This design comes from an exercise in tuning for small area, a short achievable clock period and few clock cycles per item on the open sky130 flow, not from production work. Only simulation tests tie the RTL to the original design; equivalence was not proved. Power and IR drop assume default switching activity.

===== flow/constraint.sdc =====
create_clock -name core_clock -period 7.0 [get_ports {clk}]
set_input_delay 1.4000 -clock core_clock [delete_from_list [all_inputs] [get_ports {clk}]]
set_output_delay 1.4000 -clock core_clock [all_outputs]
set_load 0.01 [all_outputs]

===== flow/config.mk =====
export PLATFORM = sky130hd
export DESIGN_NAME = linear_chirp_period_generator
export DESIGN_NICKNAME = linear_chirp_period_generator
export VERILOG_FILES = /design/flow/design.v
export SDC_FILE = /design/flow/constraint.sdc
export NUM_CORES = 4
export LEC_CHECK = 0
export CAP_MARGIN = 20
export CORE_MARGIN = 2
export CORE_UTILIZATION = 40
export SLEW_MARGIN = 20

===== flow/run.sh =====
#!/bin/bash
# synth_recipe.tcl (not shown) runs the flow's synth.tcl, then flattens the netlist and writes it again
# the make line also repeats each setting of config.mk as NAME=value (left out here)
make -C /OpenROAD-flow-scripts/flow DESIGN_CONFIG=/design/flow/config.mk WORK_HOME=/design/flow/orfs CLKGATE_MAP_FILE= SYNTH_SCRIPT=/design/flow/synth_recipe.tcl finish

===== flow/design.v =====
`timescale 1ns / 1ps
package lcpg_pkg;
  localparam int FREQ_W   = 20;
  localparam int DUR_W    = 19;
  localparam int IDX_W    = 16;
  localparam int STEPS_W  = 17;
  localparam int RELOAD_W = 16;
  localparam int FREQ_MIN_HZ     = 4000;
  localparam int FREQ_MAX_HZ     = 500000;
  localparam int DURATION_MIN_US = 100;
  localparam int STEPS_MAX       = 65536;
  localparam int SLOPE_Q_W = $clog2(FREQ_MAX_HZ / DURATION_MIN_US + 1);
  localparam int START_FREQ_RST = 10000;
  localparam int STOP_FREQ_RST  = 200000;
  localparam int DURATION_RST   = 1000;
  localparam int CFG_IDX_W = 2;
  typedef logic [CFG_IDX_W-1:0] cfg_idx_t;
  localparam cfg_idx_t CFG_START_FREQ = 2'd0;
  localparam cfg_idx_t CFG_STOP_FREQ  = 2'd1;
  localparam cfg_idx_t CFG_DURATION   = 2'd2;
  typedef enum logic [2:0] {
    ST_IDLE,
    ST_DIV,
    ST_MUL,
    ST_RLD,
    ST_PUSH
  } state_t;
endpackage
`timescale 1ns / 1ps
module lcpg_div #(
  parameter int DVD_W = 20,
  parameter int DVS_W = 19,
  parameter int Q_W   = 13
) (
  input  logic             clk,
  input  logic             rst_n,
  input  logic             start,
  input  logic [DVD_W-1:0] dividend,
  input  logic [DVS_W-1:0] divisor,
  output logic [Q_W-1:0]   quotient,
  output logic             done
);
  localparam int CNT_W = $clog2(Q_W);
  logic [DVS_W-1:0] rem_r, rem_nxt;
  logic [DVS_W-1:0] dvs_r;
  logic [Q_W-1:0]   q_r, q_nxt;
  logic [CNT_W-1:0] cnt_r;
  logic             busy_r;
  logic             done_r;
  logic [DVS_W:0]   trial;
  logic             q_bit;
  always_comb begin
    trial   = {rem_r, q_r[Q_W-1]} - {1'b0, dvs_r};
    q_bit   = ~trial[DVS_W];
    rem_nxt = q_bit ? trial[DVS_W-1:0] : {rem_r[DVS_W-2:0], q_r[Q_W-1]};
    q_nxt   = {q_r[Q_W-2:0], q_bit};
  end
  always_ff @(posedge clk) begin
    if (start) begin
      rem_r <= DVS_W'(dividend >> Q_W);
      q_r   <= dividend[Q_W-1:0];
      dvs_r <= divisor;
      cnt_r <= '0;
    end else if (busy_r) begin
      rem_r <= rem_nxt;
      q_r   <= q_nxt;
      cnt_r <= cnt_r + CNT_W'(1);
    end
  end
  always_ff @(posedge clk) begin
    if (!rst_n) begin
      busy_r <= 1'b0;
      done_r <= 1'b0;
    end else begin
      done_r <= busy_r && (cnt_r == CNT_W'(Q_W - 1));
      if (start) begin
        busy_r <= 1'b1;
      end else if (busy_r && (cnt_r == CNT_W'(Q_W - 1))) begin
        busy_r <= 1'b0;
      end
    end
  end
  assign quotient = q_r;
  assign done     = done_r;
endmodule
`timescale 1ns / 1ps
import lcpg_pkg::*;
module lcpg_mul (
  input  logic                        clk,
  input  logic                        rst_n,
  input  logic                        start,
  input  logic [lcpg_pkg::FREQ_W-1:0] mcand,
  input  logic [lcpg_pkg::IDX_W-1:0]  mplier,
  output logic [lcpg_pkg::FREQ_W-1:0] product,
  output logic                        done
);
  localparam int CNT_W = $clog2(IDX_W);
  logic [FREQ_W-1:0] mcand_r;
  logic [FREQ_W-1:0] acc_r, acc_nxt;
  logic [IDX_W-1:0]  mpl_r;
  logic [CNT_W-1:0]  cnt_r;
  logic              busy_r;
  logic              done_r;
  always_comb begin
    acc_nxt = {acc_r[FREQ_W-2:0], 1'b0} + (mpl_r[IDX_W-1] ? mcand_r : '0);
  end
  always_ff @(posedge clk) begin
    if (start) begin
      mcand_r <= mcand;
      mpl_r   <= mplier;
      acc_r   <= '0;
      cnt_r   <= '0;
    end else if (busy_r) begin
      acc_r   <= acc_nxt;
      mpl_r   <= {mpl_r[IDX_W-2:0], 1'b0};
      cnt_r   <= cnt_r + CNT_W'(1);
    end
  end
  always_ff @(posedge clk) begin
    if (!rst_n) begin
      busy_r <= 1'b0;
      done_r <= 1'b0;
    end else begin
      done_r <= busy_r && (cnt_r == CNT_W'(IDX_W - 1));
      if (start) begin
        busy_r <= 1'b1;
      end else if (busy_r && (cnt_r == CNT_W'(IDX_W - 1))) begin
        busy_r <= 1'b0;
      end
    end
  end
  assign product = acc_r;
  assign done    = done_r;
endmodule
`timescale 1ns / 1ps
import lcpg_pkg::*;
module linear_chirp_period_generator #(
  parameter int TIMER_CLOCK_HZ = 168000000,
  parameter int STEP_US        = 10
) (
  input  logic                          clk,
  input  logic                          rst_n,
  input  logic                          cfg_we,
  input  lcpg_pkg::cfg_idx_t            cfg_index,
  input  logic [lcpg_pkg::FREQ_W-1:0]   cfg_data,
  input  logic                          in_valid,
  output logic                          in_stall,
  input  logic                          in_restart,
  output logic                          out_valid,
  input  logic                          out_stall,
  output logic [lcpg_pkg::RELOAD_W-1:0] out_reload_value,
  output logic [lcpg_pkg::RELOAD_W-2:0] out_compare_value,
  output logic [lcpg_pkg::IDX_W-1:0]    out_step_number,
  output logic                          out_last_step
);
  localparam int STP_W     = $clog2(STEP_US + 1);
  localparam int STP_Q_W   = $clog2(((2 ** DUR_W) - 1) / STEP_US + 1);
  localparam int STP_EXT_W = (STP_Q_W > STEPS_W) ? STP_Q_W : STEPS_W;
  localparam int TCK_W     = $clog2(TIMER_CLOCK_HZ + 1);
  localparam int RLD_Q_W   = $clog2(TIMER_CLOCK_HZ / FREQ_MIN_HZ + 1);
  localparam int RLD_EXT_W = (RLD_Q_W > RELOAD_W) ? RLD_Q_W : RELOAD_W;
  localparam int MC_W      = SLOPE_Q_W + STP_W;
  logic [FREQ_W-1:0] start_freq_r;
  logic [FREQ_W-1:0] stop_freq_r;
  logic [DUR_W-1:0]  duration_r;
  logic [FREQ_W-1:0] lo_c, hi_c, diff_c;
  logic [DUR_W-1:0]  dur_c;
  lcpg_pkg::state_t state_r, state_nxt;
  logic              restart_r;
  logic [IDX_W-1:0]  sweep_index_r;
  logic [IDX_W-1:0]  idx_r;
  logic              last_r;
  logic              slope_done_r;
  logic              steps_done_r;
  logic              in_accept;
  logic              div_start, mul_start, rld_start, out_load;
  logic [SLOPE_Q_W-1:0] slope_q;
  logic                 slope_done;
  logic [STP_Q_W-1:0]   steps_q;
  logic                 steps_done;
  logic [FREQ_W-1:0]    mul_prod;
  logic                 mul_done;
  logic [RLD_Q_W-1:0]   rld_q;
  logic                 rld_done;
  logic [STP_EXT_W-1:0] steps_ext;
  logic [STEPS_W-1:0]   steps_c;
  logic [IDX_W-1:0]     idx_raw, idx_c;
  logic                 last_c;
  logic [MC_W-1:0]      mcand_full;
  logic [FREQ_W-1:0]    freq_c;
  logic [RLD_EXT_W-1:0] rld_ext;
  logic [RELOAD_W-1:0]  reload_c;
  logic                 out_valid_r;
  logic [RELOAD_W-1:0]  out_reload_r;
  logic [IDX_W-1:0]     out_step_r;
  logic                 out_last_r;
  always_ff @(posedge clk) begin
    if (!rst_n) begin
      start_freq_r <= FREQ_W'(START_FREQ_RST);
      stop_freq_r  <= FREQ_W'(STOP_FREQ_RST);
      duration_r   <= DUR_W'(DURATION_RST);
    end else if (cfg_we) begin
      case (cfg_index)
        CFG_START_FREQ: start_freq_r <= cfg_data;
        CFG_STOP_FREQ:  stop_freq_r  <= cfg_data;
        CFG_DURATION:   duration_r   <= cfg_data[DUR_W-1:0];
        default:        ;
      endcase
    end
  end
  always_comb begin
    lo_c = (start_freq_r > stop_freq_r) ? stop_freq_r : start_freq_r;
    hi_c = (start_freq_r > stop_freq_r) ? start_freq_r : stop_freq_r;
    if (lo_c <= FREQ_W'(FREQ_MIN_HZ)) begin
      lo_c = FREQ_W'(FREQ_MIN_HZ);
    end
    if (hi_c >= FREQ_W'(FREQ_MAX_HZ)) begin
      hi_c = FREQ_W'(FREQ_MAX_HZ);
    end
    diff_c = (hi_c > lo_c) ? (hi_c - lo_c) : '0;
    dur_c  = (duration_r <= DUR_W'(DURATION_MIN_US)) ? DUR_W'(DURATION_MIN_US)
                                                     : duration_r;
  end
  lcpg_div #(
    .DVD_W (FREQ_W),
    .DVS_W (DUR_W),
    .Q_W   (SLOPE_Q_W)
  ) u_slope_div (
    .clk      (clk),
    .rst_n    (rst_n),
    .start    (div_start),
    .dividend (diff_c),
    .divisor  (dur_c),
    .quotient (slope_q),
    .done     (slope_done)
  );
  lcpg_div #(
    .DVD_W (DUR_W),
    .DVS_W (STP_W),
    .Q_W   (STP_Q_W)
  ) u_steps_div (
    .clk      (clk),
    .rst_n    (rst_n),
    .start    (div_start),
    .dividend (dur_c),
    .divisor  (STP_W'(STEP_US)),
    .quotient (steps_q),
    .done     (steps_done)
  );
  always_comb begin
    steps_ext = STP_EXT_W'(steps_q);
    if (steps_ext == '0) begin
      steps_c = STEPS_W'(1);
    end else if (steps_ext > STP_EXT_W'(STEPS_MAX)) begin
      steps_c = STEPS_W'(STEPS_MAX);
    end else begin
      steps_c = STEPS_W'(steps_ext);
    end
  end
  always_comb begin
    idx_raw = restart_r ? '0 : sweep_index_r;
    idx_c   = ({1'b0, idx_raw} >= steps_c) ? '0 : idx_raw;
    last_c  = (({1'b0, idx_c} + STEPS_W'(1)) == steps_c);
  end
  assign mcand_full = MC_W'(slope_q) * MC_W'(STEP_US);
  lcpg_mul u_mul (
    .clk     (clk),
    .rst_n   (rst_n),
    .start   (mul_start),
    .mcand   (FREQ_W'(mcand_full)),
    .mplier  (idx_r),
    .product (mul_prod),
    .done    (mul_done)
  );
  assign freq_c = mul_prod + lo_c;
  lcpg_div #(
    .DVD_W (TCK_W),
    .DVS_W (FREQ_W),
    .Q_W   (RLD_Q_W)
  ) u_rld_div (
    .clk      (clk),
    .rst_n    (rst_n),
    .start    (rld_start),
    .dividend (TCK_W'(TIMER_CLOCK_HZ)),
    .divisor  (freq_c),
    .quotient (rld_q),
    .done     (rld_done)
  );
  always_comb begin
    rld_ext  = RLD_EXT_W'(rld_q);
    reload_c = (rld_ext > RLD_EXT_W'((2 ** RELOAD_W) - 1)) ? '1
                                                         : RELOAD_W'(rld_ext);
  end
  assign in_accept = in_valid && !in_stall;
  always_ff @(posedge clk) begin
    if (!rst_n) begin
      state_r <= ST_IDLE;
    end else begin
      state_r <= state_nxt;
    end
  end
  always_comb begin
    state_nxt = state_r;
    div_start = 1'b0;
    mul_start = 1'b0;
    rld_start = 1'b0;
    out_load  = 1'b0;
    in_stall  = 1'b1;
    case (state_r)
      ST_IDLE: begin
        in_stall = 1'b0;
        if (in_valid) begin
          div_start = 1'b1;
          state_nxt = ST_DIV;
        end
      end
      ST_DIV: begin
        if ((slope_done_r || slope_done) && (steps_done_r || steps_done)) begin
          state_nxt = ST_MUL;
        end
      end
      ST_MUL: begin
        mul_start = !slope_done_r;
        if (mul_done) begin
          rld_start = 1'b1;
          state_nxt = ST_RLD;
        end
      end
      ST_RLD: begin
        if (rld_done) begin
          state_nxt = ST_PUSH;
        end
      end
      ST_PUSH: begin
        if (!out_valid_r || !out_stall) begin
          out_load  = 1'b1;
          state_nxt = ST_IDLE;
        end
      end
      default: begin
        state_nxt = ST_IDLE;
      end
    endcase
  end
  always_ff @(posedge clk) begin
    if (!rst_n) begin
      slope_done_r  <= 1'b0;
      steps_done_r  <= 1'b0;
      sweep_index_r <= '0;
      restart_r     <= 1'b0;
    end else begin
      if (in_accept) begin
        restart_r    <= in_restart;
        slope_done_r <= 1'b0;
        steps_done_r <= 1'b0;
      end else if (state_r == ST_DIV) begin
        if (state_nxt == ST_MUL) begin
          slope_done_r  <= 1'b0;
          sweep_index_r <= last_c ? '0 : (idx_c + IDX_W'(1));
        end else if (slope_done) begin
          slope_done_r <= 1'b1;
        end
        if (steps_done) begin
          steps_done_r <= 1'b1;
        end
      end else if (mul_start) begin
        slope_done_r <= 1'b1;
      end
    end
  end
  always_ff @(posedge clk) begin
    if ((state_r == ST_DIV) && (state_nxt == ST_MUL)) begin
      idx_r  <= idx_c;
      last_r <= last_c;
    end
  end
  always_ff @(posedge clk) begin
    if (!rst_n) begin
      out_valid_r <= 1'b0;
    end else if (out_load) begin
      out_valid_r <= 1'b1;
    end else if (!out_stall) begin
      out_valid_r <= 1'b0;
    end
  end
  always_ff @(posedge clk) begin
    if (out_load) begin
      out_reload_r <= reload_c;
      out_step_r   <= idx_r;
      out_last_r   <= last_r;
    end
  end
  assign out_valid         = out_valid_r;
  assign out_reload_value  = out_reload_r;
  assign out_compare_value = out_reload_r[RELOAD_W-1:1];
  assign out_step_number   = out_step_r;
  assign out_last_step     = out_last_r;
endmodule

==> impl_metrics.yaml <==
run_status:
  status: "complete, no violations"
yosys:
  synthDistinctLibCells: 81
  ys.flop_type: "dfxtp_1"
  syn_inst: 2170
  ys_ff_latch: 334
  syn-cell-area_um2: 20100
  synthXorXnorAreaFrac: 0.0515
  synth_nets: 2361
  syn_avg_cell_area_um2: 9.25
  synth_fa_ha_area_frac: 0.104
  async_flop_share: 0
  seq_area_frac_synth: 0.413
  synthSimpleGateAreaFrac: 0.169
  yosys_warnings: 5
  synth.area.mux_share: 0.0496
  synth_edf_count: 160
  synth_compound_area_frac: 0.162
  synth_top_family_by_area: "simple AND/OR/NAND/NOR gates"
timing:
  min_period_ns: 6.36
  worst_slew_pin_slew_ns: 0.969
  post-route-period-util: 0.909
  slew_headroom: 0.354
  timing.fmax_mhz: 157
  finalHoldViolCount: 0
  fin_ws_ns: 0.640
  rsz0062_at_grt: "no"
  clock_skew_ns: 0.0133
  slew_viol_final: 0
  setup_viol: 0
  tns_ns: 0
  hold_slack_ns: 0.418
cells_and_area:
  areaGrowthSynthToFinish_pct: 13.3
  fin_util: 0.456
  final.fill_count: 4789
  num_antenna_cells: 0
  layout.nets: 2387
  mostFrequentLayoutCell: "nand2_1"
  multi_input_area_um2: 10800
  layout_common_cells: "nand2_1 (223), nor2_1 (180), dfxtp_1 (173)"
  final-seq-area_um2: 8290
  drive_gt1_frac: 0.0656
power_and_ir_drop:
  clockPowerShare: 0.362
  intPower_w: 0.00400
  power_frac_seq: 0.409
  p_switching_w: 0.00167
  leakage_nw: 9.27
  p_comb_frac: 0.228
  power_w: 0.00567
  powerDensity_nw_per_um2: 249
  p_sw_frac: 0.294
  vdd_ir_drop_max_uv: 182
floorplanning:
  num_io_pins: 78
  die_area_um2: 52000
  rows: 82
  coreArea_um2: 49900
  start_util: 0.403
  fp.dieW_um: 228
  die_h_um: 228
cts:
  clock-sinks: 334
  clk_pin_slew_worst_paths_ns: 0.06
  clk_latency_ns: 0.56
  ctsRootBufferMaster: "clkbuf_16"
  cts_buffers: 39
  cts.path.max_buffers: 3
  cts_resized: 0
  htree_levels: 2
  post_cts_buffers: 0
  cts_hold_buf: 0
  cts_tree: "done"
worst_setup_path:
  cp_max_fo: 40
  cp-start-kind: "flop"
  rrSetupSlack_ns: 0.64
  worstPathRequired_ns: 7.31
  end_kind: "flop"
  r2r-start: "stop_freq_r[15]"
  critPathKind: "flop to flop"
  worstRegToRegCells: 25
  r2r-end: "u_slope_div.q_r[6]"
  arrival_ns: 6.67
placement:
  place_congestion: 0.897
  place_ws_ns: 0.256
  port_buffers: 77
  post-dp-hpwl_um: 35400
global_route:
  overflow: 0
  grt_pass1_wl_um: 78800
  grt_pass1_vias: 15100
  grt_start_max_net_pins: 65
  antenna_found_initial: 0
  track_usage: 0.184
drt:
  vias: 15500
  drtAntennaViolNets: 0
  routed_wirelength_um: 47800
  drt_iter0_drc: 920
  drc: 0
  wl_per_cell_um: 16.5
  firstDrtPassIters: 5
  avgViaCountPerCell: 5.36
job:
  maxCapViolCount: 0
hold_path:
  whs_endpoint: "out_last_r"
  worstHoldStart: "last_r"
  hold_path_class: "flop to flop"
  min_path_cells: 0
## synthesized netlist by cell type (all sizes together), types with 35 or more instances
master,instances,area [um2]
nand2,224,841
nor2,180,676
dfxtp,174,3480
edfxtp,160,4800
ha,157,1960
inv,135,507
a21oi,128,641
o21ai,90,450
xnor2,83,727
clkbuf,79,298
mux2i,78,781
nand3,62,315
a21boi,51,383
nor3,47,235
a21o,40,300
buf,35,220
xor2,35,307
## worst max-delay path: stages (launching register included)
cell	delay, ns
dfxtp_1	0.45
inv_1	0.10
ha_1	0.31
nand4_1	0.13
nor2_1	0.14
nand3_1	0.11
or3_1	0.39
o22a_1	0.20
o211ai_1	0.21
nand2_4	0.25
buf_4	0.32
nand2_1	0.09
a31oi_1	0.21
nor2_1	0.23
ha_1	0.19
inv_1	0.06
fa_1	0.41
a21o_1	0.20
a21o_1	0.21
a211oi_1	0.31
o21bai_1	0.14
a21o_1	0.23
a221o_1	0.36
a221oi_2	0.37
a311oi_2	0.16
a32o_1	0.33
## worst max path at each step
stage,startpoint,endpoint,slack [ns],cells after the start
floorplan,stop_freq_r[18],u_slope_div.q_r[4],0.92,26
global placement,stop_freq_r[19],u_slope_div.q_r[12],0.57,25
detailed placement,stop_freq_r[18],u_slope_div.q_r[4],0.26,22
CTS,stop_freq_r[18],u_slope_div.q_r[12],0.20,22
global route,stop_freq_r[15],u_slope_div.q_r[7],0.07,25
finish,stop_freq_r[15],u_slope_div.q_r[6],0.64,25
## cells by family after synthesis
kind of cell    count (synthesis)
fa+ha+maj                     163
xor+xnor                      118
mux                            97
simple gates                  713
buf+inv                       249
compound gates                495
other cells                     1
flops                         334
## power by group through the flow
stage | Clock [W] | Combinational [W] | Sequential, W
finish | 0.00206 | 0.00129 | 0.00232
global route | 0.00219 | 0.00146 | 0.00234
CTS | 0.00211 | 0.00129 | 0.00232
detailed placement | 0 | 0.00128 | 0.00236
global placement | 0 | 0.00125 | 0.00236
floorplan | 0 | 0.00102 | 0.00232
## per-stage QoR
| stage | cells | area, um2 |
|---|---|---|
| floorplan | 2170 | 20100 |
| global placement | 2826 | 21400 |
| detailed placement | 2826 | 21400 |
| CTS | 2898 | 22700 |
| global route | 2899 | 22700 |
| finish | 2899 | 22700 |
## flip-flops by register name (all words and copies together) (netlist names), 19 cells and up
| signal | flops |
|---|---|
| stop_freq_r | 20 |
| u_slope_div.rem_r | 19 |
| u_rld_div.dvs_r | 20 |
| u_mul.acc_r | 19 |
| u_rld_div.rem_r | 20 |
| start_freq_r | 20 |
| u_slope_div.dvs_r | 19 |
| duration_r | 19 |
## area by class of cell
cell class,instances,area share
clock inverter,13,0.00484
tap,672,0.0370
multi-input combinational,1587,0.476
timing repair buffer,99,0.0418
clock buffer,59,0.0536
sequential,334,0.364
inverter,135,0.0223
## layer usage
metal	vias up	GRT usage	wire (um)
met5	-	0	0
met1	7377	0.256	23400
met2	295	0.296	21400
met3	64	0.0271	2030
li1	7805	-	-
met4	0	0.0509	919
Testbench counts, summed over its fixed seeds: cycles 145,408, items 2,688.

-- afterwards: timing with drivers on the ports --
The results above use ideal ports. As a check the final layout listed here was re-extracted and re-timed, cells and wires unchanged. Step 1 assumes that a clkbuf_16 drives the clock port and a buf_2 every other input. Step 2 also shifts input and output timing later by t, the mid clock arrival at the registers, as if the neighbouring blocks saw the same clock. Three values: ideal, step 1, step 2; two values: the first two.
t, ns: 0.613
setup slack, ns: 0.640 / 0.640 / 0.640
hold slack, ns: 0.418 / 0.418 / 0.418
After both steps setup and hold are still met in this run. The setup slack of this run moves by 0.000 ns with the drivers and by 0.000 ns with both steps.
